Context: an optimization exercise on an open-source flow, tuned for small area, a short achievable clock period and few clock cycles per item. The choices shown serve that exercise and are no tape-out recipe. At most, simulation tests tie the RTL to the original design; equivalence was not proved.

==> flow/design.v <==
`default_nettype none
module mod_vector_seq #(
  parameter int N  = 8,
  parameter int W  = 16,
  parameter int WW = 32,
  parameter int K  = 4
) (
  input  logic            clk,
  input  logic            rst,
  input  logic            in_valid,
  output logic            in_ready,
  input  logic [N*WW-1:0] in_vec,
  input  logic [W-1:0]    q_in,
  input  logic            signed_mode,
  output logic            out_valid,
  input  logic            out_ready,
  output logic [N*W-1:0]  out_vec,
  output logic            err
);
  localparam int G  = WW / K;            
  localparam int GL = (WW - W) / K;      
  localparam int GW = $clog2(G);
  logic [GW-1:0]  ld_cnt;                
  logic           act;                   
  logic           bb_v;                  
  logic           bb_last;               
  logic           prim;                  
  logic           idle;                  
  logic [K-1:0]   bb    [N];             
  logic [W-1:0]   h_r   [N];             
  logic [W-1:0]   q1_r;                  
  logic [W-1:0]   nq_r;                  
  logic           qz_r;                  
  logic [W-1:0]   r     [N];             
  logic [W-1:0]   h0    [N];             
  logic [W-1:0]   rs    [N];             
  logic stall, start, qlong, qzero, act_nx, bb_v_nx;
  logic [GW-1:0] g0;
  assign stall  = out_valid & ~out_ready;
  assign start  = idle & prim & ~stall;    
  assign qlong  = q_in[W-1];
  assign qzero  = (q_in == '0);
  assign g0     = qlong ? GW'(GL) : '0;
  assign in_ready = act & (ld_cnt == GW'(G - 1));
  assign bb_v_nx  = start | act;
  assign act_nx   = start | (act & (ld_cnt != GW'(G - 1)));
  function automatic logic [W-1:0] step(input logic [W-1:0] rr,
                                        input logic         b,
                                        input logic [W-1:0] nq);
    logic [W:0]   t;
    logic [W+1:0] s;
    t = {rr, b};
    s = {1'b0, t} + {2'b01, nq} + 1'b1;
    step = s[W+1] ? s[W-1:0] : t[W-1:0];
  endfunction
  always_comb begin
    for (int i = 0; i < N; i++) begin
      logic [WW-1:0] x;
      logic          sneg;
      logic [W-1:0]  h, a;
      logic [W:0]    s;
      x    = in_vec[i*WW +: WW];
      sneg = signed_mode & x[WW-1] & ~qzero;
      h    = qlong ? x[WW-1 -: W] : {W{sneg}};
      s    = {1'b0, h} + {1'b0, sneg ? q_in : ~q_in} + {{W{1'b0}}, ~sneg};
      h0[i] = (sneg | s[W]) ? s[W-1:0] : h;
      a = idle ? h_r[i] : r[i];
      for (int j = K - 1; j >= 0; j--)
        a = step(a, bb[i][j] & ~qz_r, (j == K - 1) ? ~q1_r : nq_r);
      rs[i] = a;
    end
  end
  always_ff @(posedge clk) begin
    for (int i = 0; i < N; i++) begin
      logic [WW-1:0] x;
      x = in_vec[i*WW +: WW];
      if (act)
        bb[i] <= x[WW - 1 - int'(ld_cnt) * K -: K];
      else if (start)
        bb[i] <= qlong ? x[WW - 1 - (GL + 1) * K -: K] : x[WW - 1 - K -: K];
      else
        bb[i] <= qlong ? x[WW - 1 - GL * K -: K] : x[WW - 1 -: K];
      h_r[i] <= h0[i];
      if (!stall)
        r[i] <= rs[i];
    end
    if (!act) begin
      q1_r <= q_in;
      nq_r <= ~q_in;
      qz_r <= qzero;
    end
  end
  always_ff @(posedge clk or posedge rst) begin
    if (rst) begin
      act       <= 1'b0;
      bb_v      <= 1'b0;
      idle      <= 1'b1;
      bb_last   <= 1'b0;
      prim      <= 1'b0;
      ld_cnt    <= '0;
      out_valid <= 1'b0;
      err       <= 1'b0;
    end else begin
      prim    <= in_valid;
      bb_v    <= bb_v_nx;
      idle    <= ~act_nx & ~bb_v_nx;
      bb_last <= act & (ld_cnt == GW'(G - 1));
      if (start) begin
        act    <= 1'b1;
        ld_cnt <= g0 + 2'd2;
      end else if (act) begin
        ld_cnt <= ld_cnt + 1'b1;
        if (ld_cnt == GW'(G - 1))
          act <= 1'b0;
      end
      if (out_valid && out_ready)
        out_valid <= 1'b0;
      if (bb_v && bb_last) begin
        out_valid <= 1'b1;
        err       <= qz_r;
      end
    end
  end
  always_comb
    for (int i = 0; i < N; i++)
      out_vec[i*W +: W] = r[i];
endmodule
`default_nettype wire
==> flow/config.mk <==
export PLATFORM = sky130hd
export DESIGN_NAME = mod_vector_seq
export DESIGN_NICKNAME = mod_vector_seq
export VERILOG_FILES = /design/flow/design.v
export SDC_FILE = /design/flow/constraint.sdc
export NUM_CORES = 4
export LEC_CHECK = 0
export ABC_AREA = 1
export CAP_MARGIN = 30
export CORE_MARGIN = 2
export CORE_UTILIZATION = 40
export SLEW_MARGIN = 30
==> flow/constraint.sdc <==
create_clock -name core_clock -period 22.0 [get_ports {clk}]
set_input_delay 4.4000 -clock core_clock [delete_from_list [all_inputs] [get_ports {clk}]]
set_output_delay 4.4000 -clock core_clock [all_outputs]
set_load 0.01 [all_outputs]
standard.sh (not shown) runs the stock make flow with config.mk's settings and CLKGATE_MAP_FILE= SYNTH_SCRIPT=/design/flow/synth_recipe.tcl, a recipe that flattens the netlist after the stock synthesis.
==> flow/flow/run.sh <==
#!/bin/bash
set -euo pipefail
bash standard.sh SETUP_SLACK_MARGIN=13.5 finish > standard_flow.log 2>&1
The starting point produced a clean layout.
Then changed:
--- a/flow/design.v
+++ b/flow/design.v
@@ -23,29 +23,28 @@
   logic [GW-1:0]  ld_cnt;                
   logic           act;                   
   logic           bb_v;                  
   logic           bb_last;               
   logic           prim;                  
-  logic           idle;                  
   logic [K-1:0]   bb    [N];             
   logic [W-1:0]   h_r   [N];             
   logic [W-1:0]   q1_r;                  
   logic [W-1:0]   nq_r;                  
   logic           qz_r;                  
   logic [W-1:0]   r     [N];             
   logic [W-1:0]   h0    [N];             
   logic [W-1:0]   rs    [N];             
-  logic stall, start, qlong, qzero, act_nx, bb_v_nx;
-  logic [GW-1:0] g0;
+  logic idle, stall, start, qlong, qzero;
+  logic [GW-1:0] g0, ld_sel;
   assign stall  = out_valid & ~out_ready;
-  assign start  = idle & prim & ~stall;    
+  assign idle   = ~act & ~bb_v;
+  assign start  = idle & prim & in_valid & ~stall;
   assign qlong  = q_in[W-1];
   assign qzero  = (q_in == '0);
   assign g0     = qlong ? GW'(GL) : '0;
+  assign ld_sel = act ? ld_cnt : start ? g0 + 1'b1 : g0;
   assign in_ready = act & (ld_cnt == GW'(G - 1));
-  assign bb_v_nx  = start | act;
-  assign act_nx   = start | (act & (ld_cnt != GW'(G - 1)));
   function automatic logic [W-1:0] step(input logic [W-1:0] rr,
                                         input logic         b,
                                         input logic [W-1:0] nq);
     logic [W:0]   t;
     logic [W+1:0] s;
@@ -70,18 +69,11 @@
       rs[i] = a;
     end
   end
   always_ff @(posedge clk) begin
     for (int i = 0; i < N; i++) begin
-      logic [WW-1:0] x;
-      x = in_vec[i*WW +: WW];
-      if (act)
-        bb[i] <= x[WW - 1 - int'(ld_cnt) * K -: K];
-      else if (start)
-        bb[i] <= qlong ? x[WW - 1 - (GL + 1) * K -: K] : x[WW - 1 - K -: K];
-      else
-        bb[i] <= qlong ? x[WW - 1 - GL * K -: K] : x[WW - 1 -: K];
+      bb[i]  <= in_vec[i*WW + WW - 1 - int'(ld_sel) * K -: K];
       h_r[i] <= h0[i];
       if (!stall)
         r[i] <= rs[i];
     end
     if (!act) begin
@@ -92,20 +84,18 @@
   end
   always_ff @(posedge clk or posedge rst) begin
     if (rst) begin
       act       <= 1'b0;
       bb_v      <= 1'b0;
-      idle      <= 1'b1;
       bb_last   <= 1'b0;
       prim      <= 1'b0;
       ld_cnt    <= '0;
       out_valid <= 1'b0;
       err       <= 1'b0;
     end else begin
       prim    <= in_valid;
-      bb_v    <= bb_v_nx;
-      idle    <= ~act_nx & ~bb_v_nx;
+      bb_v    <= start | act;
       bb_last <= act & (ld_cnt == GW'(G - 1));
       if (start) begin
         act    <= 1'b1;
         ld_cnt <= g0 + 2'd2;
       end else if (act) begin
The changed run ran to the end with no violations.
Die area went down by 3.6%.
Sequential share of layout area went up by 0.52 points.
Routed wire length went down by about 5.6%.
Synthesized cell count went down by 4.8%.
Global-route usage went down by 0.75 points.
Worst setup slack degrades by 0.021 ns.
Cell count went down by 4.3%.
First-iteration DRC count went up by 2.5%.
Worst hold slack improves by 0.0073 ns.
Sequential cell count went down by 1.
Clock-buffer cell count went down by 6.
Testbench counts after the change, summed over its fixed seeds: cycles 8,208, items 2,048.
Only the layout flow was run in the first run of this note; the RTL was not checked for function there.

## afterwards: timing with drivers on the ports
No port has a modelled driver above. Below, the same layouts with a new extraction and two added sets of constraints. Step 1: set_driving_cell puts a clkbuf_16 on clk and a buf_2 on each other input, an assumption about the parent block. Step 2 times the ports against the registers' clock, not the clock port: input delays grow and output delays shrink by t, the midpoint of the rising clock arrivals with the driver on. a / b / c = ideal / step 1 / step 2; a / b = the first two.
run	t (ns)	slack for setup (ns)	hold slack, ns	clock arrival spread, ns	worst register clock-pin slew, ns
the first run	0.743	13.557 / 13.557 / 12.894	0.512 / 0.512 / 0.512	0.042 / 0.042	0.08 / 0.08
the second run	0.734	13.535 / 13.589 / 12.854	0.519 / 0.519 / 0.519	0.037 / 0.037	0.07 / 0.07
After both steps every run listed still meets setup and hold. For the second run, which loses most, drivers alone change the setup slack by +0.054 ns; drivers and shift together by -0.681 ns.
